What follows belongs to an exercise in optimizing a design on an open flow for a short achievable clock period and few clock cycles; a production flow would make more cautious choices.
For this run, only the layout was checked, not whether the RTL still works.
Power is estimated from default activity; no workload was simulated.

### flow/design.v
`default_nettype none
package lc4_pkg;
   typedef logic [16-1:0] word_t;
   typedef logic [3-1:0] rsel_t;
   typedef logic [2:0]             nzp_t;   
   typedef enum logic [3:0] {
      OP_BR    = 4'b0000,
      OP_ARITH = 4'b0001,
      OP_LOGIC = 4'b0101,
      OP_LDR   = 4'b0110,
      OP_STR   = 4'b0111,
      OP_CONST = 4'b1001,
      OP_JMP   = 4'b1100
   } opcode_e;
   typedef enum logic [1:0] {
      STALL_NONE  = 2'd0,
      STALL_FLUSH = 2'd2,   
      STALL_LOAD  = 2'd3    
   } stall_e;
endpackage
`default_nettype wire
`timescale 1ns/100ps
`default_nettype none
module lc4_c_inv   (input wire a, output wire y); assign y = ~a; endmodule
module lc4_c_buf   (input wire a, output wire y); assign y = a; endmodule
module lc4_c_nand2 (input wire a, input wire b, output wire y); assign y = ~(a & b); endmodule
module lc4_c_nor2  (input wire a, input wire b, output wire y); assign y = ~(a | b); endmodule
module lc4_c_xor2  (input wire a, input wire b, output wire y); assign y = a ^ b; endmodule
module lc4_c_aoi21 (input wire a1, input wire a2, input wire b, output wire y);
   assign y = ~((a1 & a2) | b);
endmodule
module lc4_c_oai21 (input wire a1, input wire a2, input wire b, output wire y);
   assign y = ~((a1 | a2) & b);
endmodule
module lc4_c_aoi22 (input wire a1, input wire a2, input wire b1, input wire b2, output wire y);
   assign y = ~((a1 & a2) | (b1 & b2));
endmodule
module lc4_c_mux2  (input wire s, input wire a0, input wire a1, output wire y);
   assign y = s ? a1 : a0;
endmodule
module lc4_ks_carry (
   input  wire [15:0] g,
   input  wire [15:0] t,
   output wire [15:0] c
);
   wire [15:0] g1n, t1n, g2, t2, g3n, t3n;
   genvar k;
   generate
      for (k = 0; k < 16; k++) begin : l1   
         if (k >= 1) begin : f
            lc4_c_aoi21 ug (.a1(t[k]), .a2(g[k-1]), .b(g[k]), .y(g1n[k]));
            lc4_c_nand2 ut (.a(t[k]), .b(t[k-1]), .y(t1n[k]));
         end else begin : p
            lc4_c_inv   ug (.a(g[k]), .y(g1n[k]));
            assign t1n[k] = 1'b1;
         end
      end
      for (k = 0; k < 16; k++) begin : l2   
         if (k >= 2) begin : f
            lc4_c_oai21 ug (.a1(t1n[k]), .a2(g1n[k-2]), .b(g1n[k]), .y(g2[k]));
            lc4_c_nor2  ut (.a(t1n[k]), .b(t1n[k-2]), .y(t2[k]));
         end else begin : p
            lc4_c_inv   ug (.a(g1n[k]), .y(g2[k]));
            assign t2[k] = 1'b0;
         end
      end
      for (k = 0; k < 16; k++) begin : l3   
         if (k >= 4) begin : f
            lc4_c_aoi21 ug (.a1(t2[k]), .a2(g2[k-4]), .b(g2[k]), .y(g3n[k]));
            lc4_c_nand2 ut (.a(t2[k]), .b(t2[k-4]), .y(t3n[k]));
         end else begin : p
            lc4_c_inv   ug (.a(g2[k]), .y(g3n[k]));
            assign t3n[k] = 1'b1;
         end
      end
      for (k = 0; k < 16; k++) begin : l4   
         if (k >= 8) begin : f
            lc4_c_oai21 ug (.a1(t3n[k]), .a2(g3n[k-8]), .b(g3n[k]), .y(c[k]));
         end else begin : p
            lc4_c_inv   ug (.a(g3n[k]), .y(c[k]));
         end
      end
   endgenerate
endmodule
module lc4_c_mux2i (input wire s, input wire a0, input wire a1, output wire y);
   assign y = ~(s ? a1 : a0);
endmodule
module lc4_add16 (
   input  wire [15:0] a,
   input  wire [15:0] b,
   output wire [15:0] s
);
   wire [15:0] g, t, x, c;
   genvar i;
   generate
      for (i = 0; i < 16; i++) begin : bit_g
         wire an, bn;
         lc4_c_inv   uia (.a(a[i]), .y(an));
         lc4_c_inv   uib (.a(b[i]), .y(bn));
         lc4_c_nor2  ug (.a(an), .b(bn), .y(g[i]));
         lc4_c_nand2 ut (.a(an), .b(bn), .y(t[i]));
         lc4_c_xor2  ux (.a(a[i]), .b(b[i]), .y(x[i]));
         lc4_c_xor2  us (.a(x[i]), .b(c[i]), .y(s[i]));
      end
   endgenerate
   lc4_ks_carry uc (.g({g[14:0], 1'b0}), .t({t[14:0], 1'b0}), .c(c));
endmodule
module lc4_alu_bit (
   input  wire m,            
   input  wire mb,           
   input  wire a_reg,        
   input  wire b_reg,        
   input  wire sa_m, sa_r,   
   input  wire sb_m, sb_r,   
   input  wire op_add, op_addxor, op_xor, op_and, op_or,
   input  wire s_nxt,        
   output wire g,            
   output wire t,            
   output wire x,            
   output wire y0n,          
   output wire y1n,          
   output wire z0n,          
   output wire z1n           
);
   wire an, bn, y0, y1;
   lc4_c_aoi22 ua (.a1(sa_m), .a2(m), .b1(sa_r), .b2(a_reg), .y(an));
   lc4_c_aoi22 ub (.a1(sb_m), .a2(mb), .b1(sb_r), .b2(b_reg), .y(bn));
   lc4_c_nor2  ug (.a(an), .b(bn), .y(g));
   lc4_c_nand2 ut (.a(an), .b(bn), .y(t));
   lc4_c_xor2  ux (.a(an), .b(bn), .y(x));
   assign y0  = (op_addxor & x) | (op_and & g) | (op_or & t);
   assign y1  = (op_add & ~x) | (op_xor & x) | (op_and & g) | (op_or & t);
   assign y0n = ~y0;
   assign y1n = ~y1;
   assign z0n = ~(y0 ^ s_nxt);
   assign z1n = ~(y1 ^ s_nxt);
endmodule
module lc4_alu (
   input  wire [15:0] i_m,
   input  wire [15:0] i_mb,
   input  wire [15:0] i_a,
   input  wire [15:0] i_b,
   input  wire [15:0] i_sa_m, i_sa_r, i_sb_m, i_sb_r,   
   input  wire        i_sub,
   input  wire        i_op_add, i_op_addxor, i_op_xor, i_op_and, i_op_or,
   input  wire        i_s_nxt,
   output wire [15:0] o_res,
   output wire [15:0] o_resb,
   output wire        o_zero
);
   wire [15:0] g, t, x, y0n, y1n, z0n, z1n, c, e;
   genvar i;
   generate
      for (i = 0; i < 16; i++) begin : bit_g
         lc4_alu_bit ub (
            .m(i_m[i]), .mb(i_mb[i]), .a_reg(i_a[i]), .b_reg(i_b[i]),
            .sa_m(i_sa_m[i]), .sa_r(i_sa_r[i]), .sb_m(i_sb_m[i]), .sb_r(i_sb_r[i]),
            .op_add(i_op_add), .op_addxor(i_op_addxor), .op_xor(i_op_xor),
            .op_and(i_op_and), .op_or(i_op_or), .s_nxt(i_s_nxt),
            .g(g[i]), .t(t[i]), .x(x[i]), .y0n(y0n[i]), .y1n(y1n[i]), .z0n(z0n[i]), .z1n(z1n[i])
         );
         lc4_c_mux2i ur (.s(c[i]), .a0(y0n[i]), .a1(y1n[i]), .y(o_res[i]));
         lc4_c_mux2i uq (.s(c[i]), .a0(z0n[i]), .a1(z1n[i]), .y(o_resb[i]));
         if (i == 0) begin : z0
            assign e[i] = i_op_add ? ~(x[i] ^ i_sub) : y0n[i];
         end else begin : zn
            assign e[i] = i_op_add ? ~(x[i] ^ t[i-1]) : y0n[i];
         end
      end
   endgenerate
   assign o_zero = &e;
   lc4_ks_carry uc (.g({g[14:0], i_sub}), .t({t[14:0], 1'b0}), .c(c));
endmodule
`default_nettype wire
`timescale 1ns/100ps
`default_nettype none
module lc4_pipeline (
   input  wire                 gwe,
   input  wire                 i_arst_n,
   output lc4_pkg::word_t      o_imem_addr,
   input  wire lc4_pkg::word_t i_imem_data,
   output lc4_pkg::word_t      o_dmem_addr,
   output logic                o_dmem_we,
   output lc4_pkg::word_t      o_dmem_wdata,
   input  wire lc4_pkg::word_t i_dmem_rdata,
   output lc4_pkg::stall_e     o_wb_stall,
   output lc4_pkg::word_t      o_wb_pc,
   output lc4_pkg::word_t      o_wb_insn,
   output logic                o_wb_rf_we,
   output lc4_pkg::rsel_t      o_wb_rf_wsel,
   output lc4_pkg::word_t      o_wb_rf_wdata,
   output logic                o_wb_nzp_we,
   output lc4_pkg::nzp_t       o_wb_nzp
);
   localparam int NB = 4;   
   localparam int NS = 4;   
   function automatic logic [2:0] nzp_of(input logic [15:0] v);
      nzp_of = {v[15], v == 16'd0, !v[15] && (v != 16'd0)};
   endfunction
   logic [15:0] pc;
   logic [NB-1:0] btb_v;
   logic [15:0]   btb_tag [NB];
   logic [15:0]   btb_tgt [NB];
   logic [1:0]    btb_ptr;
   logic          bw_v;           
   logic [15:0]   bw_pc, bw_tgt;
   logic        d_valid, d_btb;
   logic [15:0] d_pc, d_pcp1, d_insn;
   logic        x_valid;
   logic [15:0] x_pc, x_insn, x_a, x_b, x_sd, x_alt;
   logic [NS-1:0] x_sa_m, x_sa_r, x_sb_m, x_sb_r;
   logic        x_bps;
   logic        x_we, x_ld, x_st, x_isbr, x_pred;
   logic [2:0]  x_rd, x_mask;
   logic        x_sub, x_op_add, x_op_addxor, x_op_and, x_op_or, x_op_xor;
   logic        m_valid, m_st_v;
   logic [15:0] m_pc, m_insn, m_res, m_mb, m_sd;
   logic        m_we, m_ld, m_z;
   logic [2:0]  m_rd;
   logic        w_valid;
   logic [15:0] w_pc, w_insn, w_val;
   logic        w_we;
   logic [2:0]  w_rd;
   logic [15:0] rf [8];
   logic [7:0]  rf_ok;   
   logic [2:0]  cc;
   logic [15:0]   pc_p1;
   logic [NB-1:0] btb_match;
   logic          btb_hit;
   logic [15:0]   btb_target;
   assign pc_p1       = pc + 16'd1;
   assign o_imem_addr = pc;
   always_comb begin
      btb_target = '0;
      for (int i = 0; i < NB; i++) begin
         btb_match[i] = btb_v[i] && (btb_tag[i] == pc);
         btb_target = btb_target | (btb_match[i] ? btb_tgt[i] : 16'd0);
      end
      btb_hit = |btb_match;
   end
   logic [3:0]  d_op;
   logic [2:0]  d_rd, d_rs, d_rt;
   logic        d_arith, d_arith_ok, d_logic, d_ldr, d_str, d_const, d_br, d_jmp;
   logic        d_we, d_use_rs, d_use_rt, d_not, d_sub, d_pred, d_triv, d_redirect, stall;
   logic [15:0] d_imm_b, d_tgt9, d_tgt11, d_tgt;
   assign d_op       = d_insn[15:12];
   assign d_rd       = d_insn[11:9];
   assign d_rs       = d_insn[8:6];
   assign d_rt       = d_insn[2:0];
   assign d_arith    = d_op == 4'b0001;
   assign d_arith_ok = d_arith && (d_insn[5] || !d_insn[3]);
   assign d_logic    = d_op == 4'b0101;
   assign d_ldr      = d_op == 4'b0110;
   assign d_str      = d_op == 4'b0111;
   assign d_const    = d_op == 4'b1001;
   assign d_br       = d_op == 4'b0000 && d_insn[11:9] != 3'b000;
   assign d_jmp      = d_op == 4'b1100 && d_insn[11];
   assign d_not      = d_logic && !d_insn[5] && d_insn[4:3] == 2'b01;
   assign d_sub      = d_arith && !d_insn[5] && d_insn[4:3] == 2'b10;
   assign d_we       = d_arith_ok || d_logic || d_ldr || d_const;
   assign d_use_rs   = d_arith_ok || d_logic || d_ldr || d_str;
   assign d_use_rt   = (d_arith_ok || d_logic) && !d_insn[5] && !d_not;
   assign d_imm_b = (d_ldr || d_str) ? {{10{d_insn[5]}}, d_insn[5:0]} :
                    d_const          ? {{7{d_insn[8]}}, d_insn[8:0]} :
                    d_not            ? 16'hFFFF :
                                       {{11{d_insn[4]}}, d_insn[4:0]};
   lc4_add16 u_tgt9  (.a(d_pcp1), .b({{7{d_insn[8]}}, d_insn[8:0]}), .s(d_tgt9));
   lc4_add16 u_tgt11 (.a(d_pcp1), .b({{5{d_insn[10]}}, d_insn[10:0]}), .s(d_tgt11));
   assign d_tgt  = d_insn[15] ? d_tgt11 : d_tgt9;
   assign d_triv = d_insn[15] ? (d_insn[10:0] == 11'd0) : (d_insn[8:0] == 9'd0);
   assign d_pred = (d_jmp || (d_br && (d_insn[8] || d_insn[11:9] == 3'b111))) && !d_triv;
   assign d_redirect = d_valid && d_pred && !d_btb;
   assign stall = d_valid && x_valid && x_ld &&
                  ((d_use_rs && d_rs == x_rd) || (d_use_rt && d_rt == x_rd) || d_br);
   logic        m_hit_s, m_hit_t, m_hit_d, ld_s, ld_t, ld_d;
   logic [15:0] rf_s, rf_t, rf_d, pre_s, pre_t, pre_d;
   logic [15:0] a_nxt, b_nxt, sd_nxt;
   function automatic logic [15:0] rf_read(input logic [2:0] r);
      if (w_valid && w_we && w_rd == r) rf_read = w_val;
      else if (rf_ok[r])                rf_read = rf[r];
      else                              rf_read = 16'd0;
   endfunction
   assign rf_s = rf_read(d_rs);
   assign rf_t = rf_read(d_rt);
   assign rf_d = rf_read(d_rd);
   assign m_hit_s = m_valid && m_we && m_rd == d_rs;
   assign m_hit_t = m_valid && m_we && m_rd == d_rt;
   assign m_hit_d = m_valid && m_we && m_rd == d_rd;
   assign ld_s    = m_hit_s && m_ld && !d_const;
   assign ld_t    = m_hit_t && m_ld && d_use_rt;
   assign ld_d    = m_hit_d && m_ld;
   assign pre_s = m_hit_s ? m_res : rf_s;
   assign pre_t = m_hit_t ? m_res : rf_t;
   assign pre_d = m_hit_d ? m_res : rf_d;
   assign a_nxt  = ld_s ? i_dmem_rdata : (d_const ? 16'd0 : pre_s);
   assign b_nxt  = ld_t ? (i_dmem_rdata ^ {16{d_sub}}) :
                   (d_use_rt ? (pre_t ^ {16{d_sub}}) : d_imm_b);
   assign sd_nxt = ld_d ? i_dmem_rdata : pre_d;
   logic bpa_nxt, bpb_nxt;
   assign bpa_nxt = d_use_rs && x_valid && x_we && x_rd == d_rs;
   assign bpb_nxt = d_use_rt && x_valid && x_we && x_rd == d_rt;
   logic [NS-1:0] sa_m_nxt, sa_r_nxt, sb_m_nxt, sb_r_nxt;
   genvar gi;
   generate
      for (gi = 0; gi < NS; gi++) begin : sel
         lc4_c_buf u_sam (.a(bpa_nxt),  .y(sa_m_nxt[gi]));
         lc4_c_inv u_sar (.a(bpa_nxt),  .y(sa_r_nxt[gi]));
         lc4_c_buf u_sbm (.a(bpb_nxt),  .y(sb_m_nxt[gi]));
         lc4_c_inv u_sbr (.a(bpb_nxt),  .y(sb_r_nxt[gi]));
      end
   endgenerate
   logic [15:0] x_res, x_resb;
   logic [15:0] sa_m16, sa_r16, sb_m16, sb_r16;
   logic        x_zero;
   logic        d_sub_nxt;
   logic [2:0]  cc_x, m_nzp_f;
   logic        x_taken, x_mis;
   always_comb begin
      for (int i = 0; i < 16; i++) begin
         sa_m16[i] = x_sa_m[i / (16 / NS)];
         sa_r16[i] = x_sa_r[i / (16 / NS)];
         sb_m16[i] = x_sb_m[i / (16 / NS)];
         sb_r16[i] = x_sb_r[i / (16 / NS)];
      end
   end
   assign d_sub_nxt = d_sub;
   lc4_alu u_alu (
      .i_m(m_res), .i_mb(m_mb), .i_a(x_a), .i_b(x_b),
      .i_sa_m(sa_m16), .i_sa_r(sa_r16), .i_sb_m(sb_m16), .i_sb_r(sb_r16),
      .i_sub(x_sub), .i_op_add(x_op_add), .i_op_addxor(x_op_addxor), .i_op_xor(x_op_xor),
      .i_op_and(x_op_and), .i_op_or(x_op_or), .i_s_nxt(d_sub_nxt),
      .o_res(x_res), .o_resb(x_resb), .o_zero(x_zero)
   );
   assign m_nzp_f = {m_res[15], m_z, !m_res[15] && !m_z};
   assign cc_x    = (m_valid && m_we) ? m_nzp_f :
                    (w_valid && w_we) ? nzp_of(w_val) : cc;
   assign x_taken = |(x_mask & cc_x);
   assign x_mis   = x_valid && x_isbr && (x_taken != x_pred);
   logic        s_alt, s_hold, s_t9, s_t11, s_btb, s_inc;
   assign s_alt  = x_mis;
   assign s_hold = !x_mis && stall;
   assign s_t9   = !x_mis && !stall && d_redirect && !d_insn[15];
   assign s_t11  = !x_mis && !stall && d_redirect && d_insn[15];
   assign s_btb  = !x_mis && !stall && !d_redirect && btb_hit;
   assign s_inc  = !x_mis && !stall && !d_redirect && !btb_hit;
   logic [15:0] pc_nxt;
   assign pc_nxt = ({16{s_alt}}  & x_alt)   | ({16{s_hold}} & pc) |
                   ({16{s_t9}}   & d_tgt9)  | ({16{s_t11}}  & d_tgt11) |
                   ({16{s_btb}}  & btb_target) | ({16{s_inc}} & pc_p1);
   always_ff @(posedge gwe or negedge i_arst_n) begin
      if (!i_arst_n) begin
         pc      <= 16'h8200;
         d_valid <= 1'b0;
         x_valid <= 1'b0;
         m_valid <= 1'b0;
         m_st_v  <= 1'b0;
         w_valid <= 1'b0;
         btb_v   <= '0;
         btb_ptr <= '0;
         bw_v    <= 1'b0;
         rf_ok   <= '0;
         cc      <= 3'b000;
         o_wb_stall  <= lc4_pkg::STALL_FLUSH;
         o_wb_rf_we  <= 1'b0;
         o_wb_nzp_we <= 1'b0;
      end else begin
         pc <= pc_nxt;
         if (x_mis) begin
            d_valid <= 1'b0;
         end else if (!stall) begin
            d_valid <= !d_redirect;
         end
         x_valid <= d_valid && !stall && !x_mis;
         m_valid <= x_valid;
         m_st_v  <= x_valid && x_st;
         w_valid <= m_valid;
         bw_v    <= d_redirect && !stall;
         if (bw_v) begin
            btb_v[btb_ptr] <= 1'b1;
            btb_ptr        <= btb_ptr + 2'd1;
         end
         if (w_valid && w_we) begin
            rf_ok[w_rd] <= 1'b1;
            cc          <= nzp_of(w_val);
         end
         o_wb_stall  <= w_valid ? lc4_pkg::STALL_NONE : lc4_pkg::STALL_FLUSH;
         o_wb_rf_we  <= w_valid && w_we;
         o_wb_nzp_we <= w_valid && w_we;
      end
   end
   always_ff @(posedge gwe) begin
      bw_pc  <= d_pc;
      bw_tgt <= d_tgt;
      if (bw_v) begin
         btb_tag[btb_ptr] <= bw_pc;
         btb_tgt[btb_ptr] <= bw_tgt;
      end
      if (!stall) begin
         d_insn <= i_imem_data;
         d_pc   <= pc;
         d_pcp1 <= pc_p1;
         d_btb  <= btb_hit;
      end
      x_pc     <= d_pc;
      x_insn   <= d_insn;
      x_a      <= a_nxt;
      x_b      <= b_nxt;
      x_sd     <= sd_nxt;
      x_sa_m   <= sa_m_nxt;
      x_sa_r   <= sa_r_nxt;
      x_sb_m   <= sb_m_nxt;
      x_sb_r   <= sb_r_nxt;
      x_bps    <= d_str && x_valid && x_we && x_rd == d_rd;
      x_alt    <= d_pred ? d_pcp1 : d_tgt;
      x_we     <= d_we;
      x_ld     <= d_ldr;
      x_st     <= d_str;
      x_isbr   <= d_br && !d_triv;
      x_pred   <= d_pred;
      x_rd     <= d_rd;
      x_mask   <= d_insn[11:9];
      x_sub    <= d_sub;
      x_op_add    <= !d_logic && !d_const;
      x_op_addxor <= !d_logic && !d_const || (d_logic && !d_insn[5] && d_insn[3]);
      x_op_and    <= d_logic && (d_insn[5] || d_insn[4:3] == 2'b00);
      x_op_or     <= d_const || (d_logic && !d_insn[5] && d_insn[4:3] == 2'b10);
      x_op_xor    <= d_logic && !d_insn[5] && d_insn[3];
      m_pc   <= x_pc;
      m_insn <= x_insn;
      m_res  <= x_res;
      m_mb   <= x_resb;
      m_z    <= x_zero;
      m_sd   <= x_bps ? (m_ld ? i_dmem_rdata : m_res) : x_sd;
      m_we   <= x_we;
      m_ld   <= x_ld;
      m_rd   <= x_rd;
      w_pc   <= m_pc;
      w_insn <= m_insn;
      w_val  <= m_ld ? i_dmem_rdata : m_res;
      w_we   <= m_we;
      w_rd   <= m_rd;
      if (w_valid && w_we) rf[w_rd] <= w_val;
      o_wb_pc       <= w_pc;
      o_wb_insn     <= w_insn;
      o_wb_rf_wsel  <= w_rd;
      o_wb_rf_wdata <= w_val;
      o_wb_nzp      <= nzp_of(w_val);
   end
   assign o_dmem_addr  = m_res;
   assign o_dmem_we    = m_st_v;
   assign o_dmem_wdata = m_sd;
endmodule
`default_nettype wire
### flow/run.sh
#!/bin/bash
# synth_recipe.tcl (not shown) runs the flow's synth.tcl, then flattens the netlist and writes it again
# the make line also repeats each setting of config.mk as NAME=value (left out here)
make -C /OpenROAD-flow-scripts/flow DESIGN_CONFIG=/design/flow/config.mk WORK_HOME=/design/flow/orfs CLKGATE_MAP_FILE= SYNTH_SCRIPT=/design/flow/synth_recipe.tcl finish
### flow/config.mk
export PLATFORM = sky130hd
export DESIGN_NAME = lc4_pipeline
export DESIGN_NICKNAME = lc4_pipeline
export VERILOG_FILES = /design/flow/design.v
export SDC_FILE = /design/flow/constraint.sdc
export NUM_CORES = 4
export LEC_CHECK = 0
export CAP_MARGIN = 20
export CORE_MARGIN = 2
export CORE_UTILIZATION = 40
export SETUP_SLACK_MARGIN = 3.0
export SLEW_MARGIN = 20
export SYNTH_HIERARCHICAL = 1
export SYNTH_MINIMUM_KEEP_SIZE = 0
### flow/constraint.sdc
create_clock -name core_clock -period 5.0 [get_ports {gwe}]
set_input_delay 1.0000 -clock core_clock [delete_from_list [all_inputs] [get_ports {gwe}]]
set_output_delay 1.0000 -clock core_clock [all_outputs]
set_load 0.01 [all_outputs]
==> results.py <==
metrics = {
    "timing": {
        "worst_pin_slew_ns": 1.12,
        "hold_viol_final": 0,
        "skew_ns": 0.0272,
        "setup_ws_ns": 2.27,
        "setup_viol": 0,
        "rsz0062_at_grt": "true",
        "period_needed_ns": 2.73,
        "max_freq_ghz": 0.367,
        "tns_ns": 0,
        "relSlewSlack": 0.251,
        "fin_crit_sh": 0.545,
        "slew_violations": 0,
    },
    "routing": {
        "routed_wl_um": 96300,
        "routed_via_density": 5.64,
        "drc": 0,
        "vias": 22313,
        "drtIter0Drc": 2103,
        "first_pass_iters": 6,
        "antenna_left": 0,
        "wire_per_inst_um": 24.4,
    },
    "floorplanning": {
        "io_pins": 141,
        "die_w_um": 279,
        "core-area_mm2": 0.0746,
        "start_util": 0.405,
        "die_h_um": 279,
        "die-area_mm2": 0.0778,
        "rows": 100,
    },
    "worst_setup_path": {
        "worst-path-buf-inv": 5,
        "crit_top_cell": "buf_6",
        "critical_path_class": "reg -> reg",
        "slowest_delay_ns": 0.54,
        "path_delay_family": "simple AND/OR/NAND/NOR gates",
        "slowest_stage": "or4b_4",
        "arrival_ns": 3.27,
        "crit_path_cell_trace": "buf_6, nor4_4, a31oi_4, or4b_4, buf_6, inv_2, nand3b_1, buf_4, buf_12, nor3_1, a21oi_1, a31oi_1",
        "critPathRequiredTime_ns": 5.54,
        "end_kind": "flop",
        "path_max_fanout": 8,
        "critPathLaunchType": "flop",
    },
    "cts": {
        "clockBufferDepth": 3,
        "cts_sinks": 677,
        "htree_levels": 3,
        "clkTransAtPathRegs_ns": 0.07,
        "cts_buffers": 73,
        "cts_root_buffer": "clkbuf_16",
        "cts_tree": "built",
        "clkLatencyLatePin_ns": 0.64,
    },
    "pwr": {
        "p_leak_nw": 15.7,
        "ir_worst_vdd_mv": 0.334,
        "power_density_mw_per_mm2": 531,
    },
    "placed_design": {
        "port-buffer-count": 139,
        "gp_congestion": 0.908,
        "dp_slack_ns": 1.33,
        "dpl.hpwl_um": 59100,
    },
    "layout": {
        "post-route-util": 0.550,
        "final_nets": 2971,
        "areaGrowthSynthToFinish_pct": 35.8,
        "n_antenna_cell": 0,
        "fill_cells": 5999,
        "drive_gt1_frac": 0.477,
    },
    "yosys": {
        "ys_warn_count": 7,
        "syn_avg_cell_area_um2": 12.3,
        "syn_inst": 2451,
        "netlist_area_mm2": 0.0302,
    },
    "status": {
        "status": "complete, no violations",
    },
    "global_routing": {
        "grt_usage": 0.238,
        "grt_pass1_vias": 21855,
        "grt_max_degree": 42,
        "grt-ovfl-total": 0,
        "grt_pass1_wl_um": 140000,
        "antenna_found_initial": 1,
    },
    "worst_hold_path": {
        "min_path_type": "reg -> reg",
    },
    "run": {
        "maxCapViolCount": 0,
    },
}
==> cells in the final DEF, fill, tap and decap left out, types with 21 or more instances in the layout <==
| master | count |
|---|---|
| buf_12 | 32 |
| clkdlybuf4s50_1 | 32 |
| a22oi_2 | 57 |
| dfxtp_1 | 255 |
| nand2_1 | 121 |
| a21oi_1 | 44 |
| nor3_1 | 24 |
| edfxtp_1 | 305 |
| buf_4 | 248 |
| dfrtp_1 | 24 |
| buf_2 | 41 |
| mux2i_1 | 32 |
| dfxtp_4 | 27 |
| clkbuf_16 | 82 |
| nor2_4 | 27 |
| mux2_2 | 91 |
| nand3_1 | 22 |
| dfxtp_2 | 49 |
| nor2_1 | 123 |
| o21ai_2 | 41 |
| nor2_2 | 38 |
| o21ai_1 | 30 |
| inv_1 | 100 |
| a21oi_2 | 87 |
| a22oi_1 | 45 |
| buf_6 | 128 |
| nand2_2 | 40 |
| xnor2_1 | 71 |
| xor2_1 | 152 |
| xor2_2 | 21 |
| mux4_2 | 102 |
| a211oi_2 | 31 |
==> through the flow <==
stage | area [µm²] | hold slack (ns) | power [mW] | cells
2_1_floorplan | 30600 | 0.310 | 11.5 | 2453
4_1_cts | 38800 | 0.322 | 20.8 | 3839
5_1_grt | 41000 | 0.328 | 22.6 | 3953
6_report | 41000 | 0.321 | 21.8 | 3953
3_5_place_dp | 32800 | 0.312 | 13.8 | 3482
3_3_place_gp | 32800 | 0.310 | 13.8 | 3482
==> final timing paths <==
| path | cells past startpoint | endpoint | slack [ns] | start |
|---|---|---|---|---|
| hold / removal | 0 | w_pc[5] | 0.32 | m_pc[5] |
| hold reg to reg | 0 | w_pc[5] | 0.32 | m_pc[5] |
| min in group asynchronous | 1 | pc[14] | 0.39 | i_arst_n |
| setup / recovery | 12 | pc[2] | 2.27 | d_insn[15] |
| setup reg to reg | 12 | pc[2] | 2.27 | d_insn[15] |
| max in group asynchronous | 1 | pc[8] | 4.12 | i_arst_n |
==> area by class of cell <==
type,instances,area (µm²),area share
inverters,137,609,0.0149
multi-input cells,1524,14500,0.353
repair buffers,509,5130,0.125
repair inverters,2,16.3,0.000396
clock inverters,35,449,0.0109
clock buffers,100,2120,0.0516
well taps,969,1210,0.0296
flip-flops and latches,677,17000,0.414
==> registers in the layout (all words and copies together) (netlist names), 16 cells and up, named ones only <==
| signal | count |
|---|---|
| rf | 128 |
| btb_tag | 64 |
| btb_tgt | 64 |
| bw_tgt | 16 |
| d_insn | 16 |
| d_pc | 16 |
| d_pcp1 | 16 |
| m_mb | 16 |
| m_pc | 16 |
| m_res | 16 |
| m_sd | 16 |
| o_wb_pc | 16 |
| o_wb_rf_wdata | 16 |
| pc | 16 |
| w_pc | 16 |
| w_val | 16 |
| x_a | 16 |
| x_alt | 16 |
| x_b | 16 |
| x_pc | 16 |
| x_sd | 16 |
==> repair_timing <==
item                                   4_1_cts  5_1_grt
endpoints found under the hold margin        0        0
resized for setup                          909      301
setup endpoints to repair                  449      345
gates cloned                                25        6
setup buffers                              197      108
pin swaps                                   81      108
hold buffers                                 0        0
==> report_power, final <==
| part | total, mW | internal (mW) | switching, mW |
|---|---|---|---|
| Combinational | 7.52 | 3.41 | 4.12 |
| Sequential | 8.50 | 7.38 | 1.12 |
| Clock | 5.76 | 3.42 | 2.33 |
| Total | 21.8 | 14.2 | 7.58 |
==> routing by layer <==
layer,vias up,global-route usage,wire length [µm]
met5,-,0,0
met4,0,0.0793,3270
met3,194,0.0399,7230
met2,998,0.385,45400
met1,11254,0.326,40400
li1,9867,-,-

[port drivers added, routing unchanged]
Ports are ideal in the flow. The routed layout listed here was re-timed in OpenROAD.
Step 1: set_driving_cell puts a clkbuf_16 on gwe and a buf_2 on each other input, an assumption about the parent block.
Step 2, shift: input delay + t, output delay - t, t = (earliest + latest rising clock arrival at the registers) / 2. This alone moves slack from input paths to output paths.
Three values: ideal ports, drivers, drivers and shift; two values: the first two.
t, ns: 0.693
setup WS [ns]: 2.275 / 2.275 / 2.275
worst setup path after step 2: register to register
latest minus earliest clock arrival (ns): 0.030 / 0.030
After both steps this run still meets setup and hold. The setup slack of this run moves by 0.000 ns with the drivers and by 0.000 ns with both steps.
